Source: an optimization exercise on an open RTL-to-GDS flow (aim: small area, a short achievable clock period and few clock cycles per item). Production flows keep margins and buffers that such runs may drop.
RTL that was checked went through simulation tests only; none was proved equivalent to the original.
Only the layout flow was run in runs 2 and 3; the RTL was not checked for function there.

## flow/design.v (module list and top-level ports; edited modules follow where they fit)
// module julia_render: 2504 lines
module julia_render #(
    parameter int H_PIXELS = 64,
    parameter int V_PIXELS = 48,
    parameter int MAX_ITER = 255,
    parameter int FRAC     = 14
) (
    input  logic               clock,
    input  logic               reset,
    input  logic               valid,
    input  logic signed [17:0] c_real,
    input  logic signed [17:0] c_comp,
    input  logic signed [17:0] x,
    input  logic signed [17:0] y,
    input  logic signed [17:0] scale,
    output logic [18:0]        wr_addr,
    output logic [7:0]         wr_data,
    output logic               wr_en,
    input  logic               wr_ready,
    output logic               busy,
    output logic               done
);
  // ...
==> flow/flow/run.sh <==
#!/bin/bash
set -euo pipefail
bash standard.sh SETUP_SLACK_MARGIN=8 finish > standard_make.log 2>&1
==> flow/standard.sh <==
#!/bin/bash
# synth_recipe.tcl (not shown) runs the flow's synth.tcl, then flattens the netlist and writes it again
# the make line also repeats each setting of config.mk as NAME=value (left out here)
make -C /OpenROAD-flow-scripts/flow DESIGN_CONFIG=/design/flow/config.mk WORK_HOME=/design/flow/orfs CLKGATE_MAP_FILE= SYNTH_SCRIPT=/design/flow/synth_recipe.tcl "${@:-finish}"
==> flow/config.mk <==
export PLATFORM = sky130hd
export DESIGN_NAME = julia_render
export DESIGN_NICKNAME = julia_render
export VERILOG_FILES = /design/flow/design.v
export SDC_FILE = /design/flow/constraint.sdc
export NUM_CORES = 4
export LEC_CHECK = 0
export CAP_MARGIN = 20
export CORE_MARGIN = 2
export CORE_UTILIZATION = 40
export SLEW_MARGIN = 20
==> flow/constraint.sdc <==
create_clock -name core_clock -period 12.0 [get_ports {clock}]
set_input_delay 2.4000 -clock core_clock [delete_from_list [all_inputs] [get_ports {clock}]]
set_output_delay 2.4000 -clock core_clock [all_outputs]
set_load 0.01 [all_outputs]
==> impl_metrics.tcl, run 1 <==
set metrics [dict create \
    largest-register "eb_q" \
    multi_input_area_sq_um 20500 \
    fin_setup_tns_ns 0 \
    synth_xor_area_share_pct 6.81 \
    crit_path_end_kind "register" \
    synth_top_family_by_area "adder cells" \
    final_antenna_net_count 0 \
    highest_layer "met4" \
    num-multi-input-gates 1998 \
    die-area_sq_um 83900 \
    clockBufferCount 66 \
    synth_cell_types 73 \
    rows 104 \
    synth-simple-area-share_pct 8.73 \
    slew_headroom_pct 34.7 \
    finalCritPeriodShare_pct 35.5 \
    final_core_util_pct 48.7 \
    postCtsSetupRepairBufs 78 \
    met2_usage_pct 35.8 \
    route.met2.wl_microns 42800 \
    fillers 7302 \
    critPathBufInv 6 \
    placed_cells 4190 \
    outcome "timing/DRC/antenna clean" \
    routed_via_density 5.12 \
    die_h_microns 290 \
    wl_met3_microns 5430 \
    clock_skew_ns 0.0388 \
    fin_crit_ns 4.26 \
    synth_compound_area_share_pct 8.97 \
    clockBufferDepth 3 \
    met1Wirelength_microns 37300 \
    seqCellArea_sq_um 10100 \
]
Testbench counts, summed over its fixed seeds: cycles 1,337,049, pixels 98,304.
==> run 2: changes to the inputs <==
--- a/flow/design.v
+++ b/flow/design.v
@@ -26,18 +26,17 @@
     logic        v0_q, p0_q;
     logic [17:0] zr_q, zi_q, s0r_q, s0i_q;
     logic [7:0]  it0_q;
     logic [11:0] a0_q;
     logic        v1_q, p1_q, in1_q, per1_q, cap1_q;
     logic [17:0] s1r_q, s1i_q;
     logic [7:0]  it1_q;
     logic [11:0] a1_q;
-    logic [17:0] xha_q, xhb_q;
-    logic        xc_q;
+    logic [31:0] xa_q, xb_q;
     logic [30:0] ya_q, yb_q;
     logic [31:0] ea_q, eb_q;
     logic        ov_q;
     logic [11:0] oa_q;
     logic [7:0]  od_q;
     logic        valid_q, busy_q, run_q, done_q;
     logic [15:0] dr, di;
     assign dr = zr_q[15:0];
@@ -2368,52 +2367,54 @@
     assign t_1068 = (t_1009 & t_958) | (t_1008 & (t_1009 ^ t_958));
     wire t_1069;
     wire t_1070;
     assign t_1069 = bop7[15] ^ t_1010 ^ t_1011;
     assign t_1070 = (bop7[15] & t_1010) | (t_1011 & (bop7[15] ^ t_1010));
     wire [30:0] ya, yb;
     assign ya = {t_1069, t_1066, t_1065, t_1062, t_1061, t_1059, t_1056, t_1054, t_1052, t_1051, t_1048, t_1046, t_1044, t_1042, t_1040, t_1038, t_1036, t_1034, t_1032, t_1030, t_1028, t_1026, t_1024, t_1022, t_1020, t_1018, t_1016, t_1014, bon1, bop0[1], bon0};
     assign yb = {t_1068, t_1067, t_1064, t_1063, t_1060, t_1058, t_1057, t_1055, t_1053, t_1050, t_1049, t_1047, t_1045, t_1043, t_1041, t_1039, t_1037, t_1035, t_1033, t_1031, t_1029, t_1027, t_1025, t_1023, t_1021, t_1019, t_1017, t_1015, t_1013, 1'b0, bop0[0]};
-    logic [14:0] xl;
-    assign xl = {1'b0, xa[13:0]} + {1'b0, xb[13:0]};
+    localparam logic [63:0] MUL3 = 64'b1001001001001001001001001001001001001001001001001001001001001001;
+    logic save;
+    assign save = (it0_q[1:0] == 2'd0) && MUL3[it0_q[7:2]];
     logic inr, ini, per, cap;
     assign inr = (zr_q[17:15] == 3'b000) || (zr_q[17:15] == 3'b111) || (zr_q == 18'h08000);
     assign ini = (zi_q[17:15] == 3'b000) || (zi_q[17:15] == 3'b111) || (zi_q == 18'h08000);
     assign per = (it0_q != 8'h00) && (zr_q == s0r_q) && (zi_q == s0i_q);
     assign cap = (it0_q == 8'hff);
     always_ff @(posedge clock) begin
-        xha_q  <= xa[31:14];
-        xhb_q  <= xb[31:14];
-        xc_q   <= xl[14];
+        xa_q   <= xa;
+        xb_q   <= xb;
         ya_q   <= ya;
         yb_q   <= yb;
         ea_q   <= ea;
         eb_q   <= eb;
         in1_q  <= inr && ini;
         per1_q <= per;
         cap1_q <= cap;
         it1_q  <= it0_q;
         a1_q   <= a0_q;
-        if (it0_q[3:0] == 4'd0) begin
+        if (save) begin
             s1r_q <= zr_q;
             s1i_q <= zi_q;
         end else begin
             s1r_q <= s0r_q;
             s1i_q <= s0i_q;
         end
         s0r_q <= s1r_q;
         s0i_q <= s1i_q;
     end
     logic [17:0] zr_new, zi_new;
+    logic [31:0] xs;
     logic [30:0] ys;
     logic [31:0] es;
     logic        escape, fin, can_emit, emit, load;
     logic [7:0]  count;
-    assign zr_new = xha_q + xhb_q + {17'd0, xc_q};
+    assign xs     = xa_q + xb_q;
+    assign zr_new = xs[31:14];
     assign ys     = ya_q + yb_q;
     assign zi_new = ys[30:13];
     assign es     = ea_q + eb_q;
     assign escape = !in1_q || !es[31];
     assign fin    = p1_q || (v1_q && (escape || cap1_q || per1_q));
     assign count  = (v1_q && per1_q) ? 8'hff : it1_q;
     assign can_emit = !ov_q || wr_ready;
     assign emit     = run_q && fin && can_emit;
==> run 2 against run 1 <==
  * Flip-flop and latch count rose by 23
  * Non-clock buffer count fell by 5
  * Count of clock-buffer cells in the layout rose by 17
  * Highest routed layer is now met5
  * Hold slack improved by 0.011 ns
==> impl_metrics.tcl, run 2 <==
set metrics [dict create \
    fillers 7455 \
    drt-total-wl_microns 91500 \
    drive_gt1_share_pct 15.4 \
    h-tree-depth 2 \
    crit_chain "buf_12, clkinvlp_4, nor2_4, fa_1, fa_2, fa_2, fa_2, inv_2, fa_2, inv_2, fa_1, inv_1, fa_2" \
    holdBufCountCts 0 \
    fin_setup_tns_ns 0 \
    cpMaxStageDelayCell "fa_2" \
    final_cell_mix "inv_1, dfxtp_1, fa_1" \
    placed_cells 4246 \
    die_h_microns 291 \
    ys_seq_area_share_pct 31.8 \
    cpLargestDelayFamily "adder cells" \
    place.gp.congestion 0.832 \
    final_cells 4474 \
    outcome "timing/DRC/antenna clean" \
    critPathKind "register to register" \
    worst_slew_pin_slew_ns 0.731 \
    clkLatencyLatePin_ns 0.65 \
    hold_violations 0 \
    synth.most_common_cell "inv_1" \
    area_delta_synth_final_pct 20.4 \
    root_buffer "clkbuf_16" \
    routed_via_density 5.16 \
    grt_max_degree 61 \
    yosys-top-cells-count "inv_1, fa_1, dfxtp_1" \
    clock_skew_ns 0.0784 \
    cpPeakStageDelay_ns 0.57 \
    grt_pass1_vias 23700 \
    setup_viol 0 \
    die-area_sq_um 84900 \
    place_ws_ns 6.82 \
    largest-register "eb_q" \
    synth_cell_types 77 \
    maxSlewViolCount 0 \
    clk_pin_slew_ns 0.06 \
    grt_pass1_wl_microns 140000 \
    dp_hpwl_microns 60800 \
    clockBufferDepth 3 \
    die_x_microns 291 \
    final_common_cell "inv_1" \
    drt_iter0_drc 1631 \
    critical_path.most_common_cell "fa_2" \
    rsz0062_at_grt "yes" \
    clock-sinks 467 \
    slew_headroom_pct 50.9 \
    fin_crit_ns 4.21 \
    fin_nets 4099 \
    insertedDiodeCount 0 \
    core_region_area_sq_um 82000 \
    syn_inst 3177 \
    antenna_found_initial 2 \
    final_antenna_net_count 0 \
    syn-cell-area_sq_um 33000 \
    grtUsageTotal_pct 21.4 \
    critPathRequiredTime_ns 12.46 \
    timing.final.ws_setup_ns 7.79 \
    io_pins 124 \
    synth.ff_latch_count 467 \
    firstDrtPassIters 6 \
    cts_tree "yes" \
    path_max_fanout 6 \
    fmax_mhz 238 \
    syn_avg_cell_area_sq_um 10.4 \
    ys_top_cells_by_area "fa_1, dfxtp_1, edfxtp_1" \
    synth_top_area_cell "fa_1" \
    critPathLaunchType "register" \
    start_util_pct 40.3 \
    cap_violations 0 \
    ys_warn_count 1 \
    largest_register_ffs 32 \
    hp-class "register to register" \
    crit_path_end_kind "register" \
    ys.flop_type "dfxtp_1" \
    rows 105 \
    wl_per_cell_microns 20.5 \
    synth_edf_count 110 \
    grt-ovfl-total 0 \
    synth.top_cell.area_share_pct 24.2 \
    synthArstFlopShare_pct 2.14 \
    top_regs "eb_q: 32 flops, xa_q: 31 flops, ya_q: 31 flops" \
    numPortBuffers 116 \
    detail_route.drc_violations 0 \
    critical_path_arrival_ns 4.67 \
    cts_buffers 55 \
    critPathBufInv 5 \
    finalCritPeriodShare_pct 35.1 \
    via_count 23100 \
    whs_ns 0.323 \
]
==> run 2: changes by cell type after synthesis, sizes merged, moves of 17 or more <==
cell and change:
o21ai +28, and2 -22, o31ai -17, dfxtp +23, mux2 -21, inv -20
nor2 +53
==> run 2: through the flow <==
step	util (%)	instance area, sq um
floorplan	-	33500
global placement	43.1	35300
detailed placement	43.1	35300
CTS	47.7	39100
global route	48.5	39800
finish	48.5	39800
==> run 2: path summary, 6_finish.rpt <==
kind                           start   endpoint  slack (ns)  depth (start not counted)
max                          zr_q[4]   eb_q[22]        7.79                         13
min                        s1i_q[15]  s0i_q[15]        0.32                          0
max reg2reg                  zr_q[4]   eb_q[22]        7.79                         13
min reg2reg                s1i_q[15]  s0i_q[15]        0.32                          0
max in group asynchronous      reset      run_q        9.60                          1
min in group asynchronous      reset       ov_q        2.06                          1
==> run 2: area by class of cell <==
class	instances	area (sq um)	area share [%]
Clock buffer	83	1770	4.45
Clock inverter	20	240	0.604
Inverter	518	2050	5.17
Multi-Input combinational cell	2038	20400	51.4
Sequential cell	467	10600	26.6
Tap cell	1070	1340	3.37
Timing Repair Buffer	278	3360	8.45
==> run 2: kinds of logic after synthesis <==
logic type               after synthesis  share of synthesized area (%)
other                                  1                         0.0113
AND/OR/NAND/NOR                      613                           8.81
buffers and inverters                679                           7.90
multiplexers                          57                           1.90
adder cells (fa/ha/maj)              647                           33.6
flip-flops                           467                           31.8
XOR/XNOR                             266                           7.05
AO/OA/AOI/OAI                        447                           8.97
==> run 2: timing repair <==
item | 4_1_cts | 5_1_grt
gates resized for setup | 195 | 98
endpoints found under the setup margin | 166 | 136
pin swaps | 38 | 51
buffers inserted | 71 | 32
cloned | 16 | 6
==> run 2: metal layers <==
layer,up-vias,track usage (%),part of all wire (%),routed length (microns)
li1,10600,-,-,-
met1,11400,28.2,41,37800
met2,890,35.7,48,43600
met3,173,3.92,7.8,7100
met4,4,6.88,3.3,3040
met5,-,0,0.030,27
==> run 3: changes to the inputs <==
==> flow/flow/run.sh (replaced) <==
#!/bin/bash
set -euo pipefail
bash standard.sh SETUP_SLACK_MARGIN=8.3 finish > standard_make.log 2>&1
==> run 3 against run 2 <==
  * Via count grew 2.8%
  * Synthesized cell count is the same
  * Still clean on timing, DRC and antenna
  * Final cell count grew 1.5%
==> impl_metrics.tcl, run 3 <==
set metrics [dict create \
    fillers 7342 \
    critPathLaunchType "register" \
    place.gp.congestion 0.842 \
    grtUsageTotal_pct 22.9 \
    path_max_fanout 4 \
    rows 105 \
    setup_viol 0 \
    io_pins 124 \
    grt_pass1_vias 24400 \
    fmax_mhz 241 \
    drt-total-wl_microns 97800 \
    slew_headroom_pct 47.3 \
    detail_route.drc_violations 0 \
    synth_top_area_cell "fa_1" \
    yosys-top-cells-count "inv_1, fa_1, dfxtp_1" \
    grt_pass1_wl_microns 148000 \
    finalCritPeriodShare_pct 34.6 \
    synth.most_common_cell "inv_1" \
    hp-class "register to register" \
    top_regs "eb_q: 32 flops, xa_q: 31 flops, ya_q: 31 flops" \
    clock-sinks 467 \
    final_cell_mix "inv_1, dfxtp_1, fa_1" \
    placed_cells 4245 \
    firstDrtPassIters 5 \
    synth_edf_count 110 \
    h-tree-depth 2 \
    synthArstFlopShare_pct 2.14 \
    min-delay-start "a0_q[3]" \
    critical_path_arrival_ns 4.65 \
    root_buffer "clkbuf_16" \
    crit_chain "buf_12, clkinvlp_4, nor2_2, ha_2, inv_1, fa_1, fa_2, fa_2, inv_2, fa_2, inv_2, fa_1, inv_2, fa_2" \
    worst_slew_pin_slew_ns 0.785 \
    seqCellArea_sq_um 10600 \
    ys_seq_area_share_pct 31.8 \
    met2_usage_pct 37.9 \
    cap_violations 0 \
    reg2regPathDepth 14 \
    final_core_util_pct 50.3 \
    final_cells 4543 \
    clkLatencyLatePin_ns 0.64 \
    fin_setup_tns_ns 0 \
    crit_path_end_kind "register" \
    clk_pin_slew_ns 0.07 \
    critPathRequiredTime_ns 12.50 \
    grt-ovfl-total 0 \
    drive_gt1_share_pct 21.3 \
    synth_cell_types 77 \
    syn-cell-area_sq_um 33000 \
    core_region_area_sq_um 82000 \
    grt_max_degree 61 \
    fin_crit_ns 4.16 \
    maxSlewViolCount 0 \
    critPathKind "register to register" \
    final_antenna_net_count 0 \
    cts_tree "yes" \
    wl_per_cell_microns 21.5 \
    cpLargestDelayFamily "adder cells" \
    die-area_sq_um 84900 \
    ys.flop_type "dfxtp_1" \
    numPortBuffers 116 \
    final_common_cell "inv_1" \
    top_usage_layer "met2" \
    cts_buffers 55 \
    via_count 23800 \
    critPathBufInv 6 \
    start_util_pct 40.3 \
    syn_inst 3177 \
    hold_violations 0 \
    antenna_found_initial 3 \
    routed_via_density 5.23 \
    dp_hpwl_microns 61600 \
    clock_skew_ns 0.0307 \
    insertedDiodeCount 0 \
    largest-register "eb_q" \
    clockBufferDepth 3 \
    largest_register_ffs 32 \
    ys_top_cells_by_area "fa_1, dfxtp_1, edfxtp_1" \
    min_delay_path_depth 0 \
    hold_end "a1_q[3]" \
    ys_warn_count 1 \
    area_delta_synth_final_pct 24.7 \
    drt_iter0_drc 1906 \
    synth.ff_latch_count 467 \
    rsz0062_at_grt "yes" \
    die_x_microns 291 \
    critical_path.most_common_cell "fa_2" \
    use_met3_pct 4.08 \
    reg2reg_slack_ns 7.84 \
    rr_endpoint "eb_q[23]" \
    rr_startpoint "zr_q[6]" \
    synth.top_cell.area_share_pct 24.2 \
    die_h_microns 291 \
    multi_input_area_sq_um 20900 \
    syn_avg_cell_area_sq_um 10.4 \
    cpPeakStageDelay_ns 0.58 \
    fin_nets 4168 \
    holdBufCountCts 0 \
    use_met1_pct 30.2 \
    cpMaxStageDelayCell "fa_2" \
    outcome "timing/DRC/antenna clean" \
]
-- run 3: cell type report --
type	count	share of cell area, %
clock buffers	75	4.04
clock inverters	28	0.926
inverters	518	5.19
multi-input cells	2040	50.8
flip-flops and latches	467	25.7
well taps	1070	3.25
repair buffers	344	10.1
repair inverters	1	0.0273
-- run 3: repair_timing --
action / in CTS / in global routing
endpoints found under the hold margin: 0 / 0
resized for setup: 323 / 163
setup endpoints to repair: 266 / 178
pin swaps: 75 / 71
buffers inserted: 122 / 43
cloned: 26 / 4
-- run 3: worst max path at each step --
stage / depth (start not counted) / slack [ns] / start / endpoint
2_1_floorplan: 6 / 7.89 / wr_ready / gr_q[0]
3_5_place_dp: 10 / 6.81 / wr_ready / zr_q[17]
5_1_grt: 14 / 7.79 / zr_q[6] / eb_q[23]
3_3_place_gp: 10 / 6.91 / wr_ready / gcol_q[5]
4_1_cts: 14 / 7.90 / zr_q[6] / eb_q[23]
6_report: 14 / 7.84 / zr_q[6] / eb_q[23]
-- run 3: worst reg2reg max path: stages, from the launching register on --
cell and delay (ns):
dfxtp_4 0.37, buf_12 0.13, clkinvlp_4 0.23, nor2_2 0.19, ha_2 0.17, inv_1 0.05
fa_1 0.51, fa_2 0.45, fa_2 0.58, inv_2 0.04, fa_2 0.32, inv_2 0.06
fa_1 0.42, inv_2 0.07, fa_2 0.41
-- run 3: metal layers --
layer	part of all wire (%)	wire length, microns	up-vias
li1	-	-	10800
met1	41	40400	11800
met2	47	46400	932
met3	7.4	7230	211
met4	3.9	3810	2
met5	0.015	15	-
-- run 3: metrics by stage --
step / setup slack [ns] / area, sq um / hold slack (ns)
finish: 7.84 / 41200 / 0.326
global route: 7.79 / 41200 / 0.322
CTS: 7.90 / 40300 / 0.323
detailed placement: 6.81 / 35500 / 0.312
global placement: 6.91 / 35500 / 0.310
floorplan: 7.89 / 33800 / 0.310
-- run 3: logic make-up (layout without fill, tap and decap cells) --
logic type      count (synthesis)  in the layout  share of synthesized area, %
xor+xnor                      266            266                          7.05
fa+ha+maj                     647            647                          33.6
compound gates                447            447                          8.97
simple gates                  613            616                          8.81
buf+inv                       679            966                          7.90
flops                         467            467                          31.8
other cells                     1              7                        0.0113
mux                            57             57                          1.90

-- re-timing with driven ports --
The flow's constraints put no driver on any port. The routed layouts listed below were extracted and timed again, unchanged, in two steps.
Step 1 sets driving cells, clkbuf_16 on the clock port and buf_2 on the other inputs (assumed; they add their load-dependent delay and slew).
Step 2 times the ports against the registers' clock, not the clock port: input delays grow and output delays shrink by t, the midpoint of the rising clock arrivals with the driver on.
Three values: ideal, step 1, step 2; two values: the first two.
run	shift t [ns]	slack for setup (ns)	clock arrival spread, ns
run 1	0.687	7.744 / 7.744 / 7.445	0.039 / 0.038
run 2	0.681	7.792 / 7.792 / 7.392	0.078 / 0.079
run 3	0.695	7.844 / 7.844 / 7.782	0.031 / 0.031
After both steps setup and hold are still met in every run listed. For run 2, which loses most, drivers alone change the setup slack by 0.000 ns; drivers and shift together by -0.400 ns.
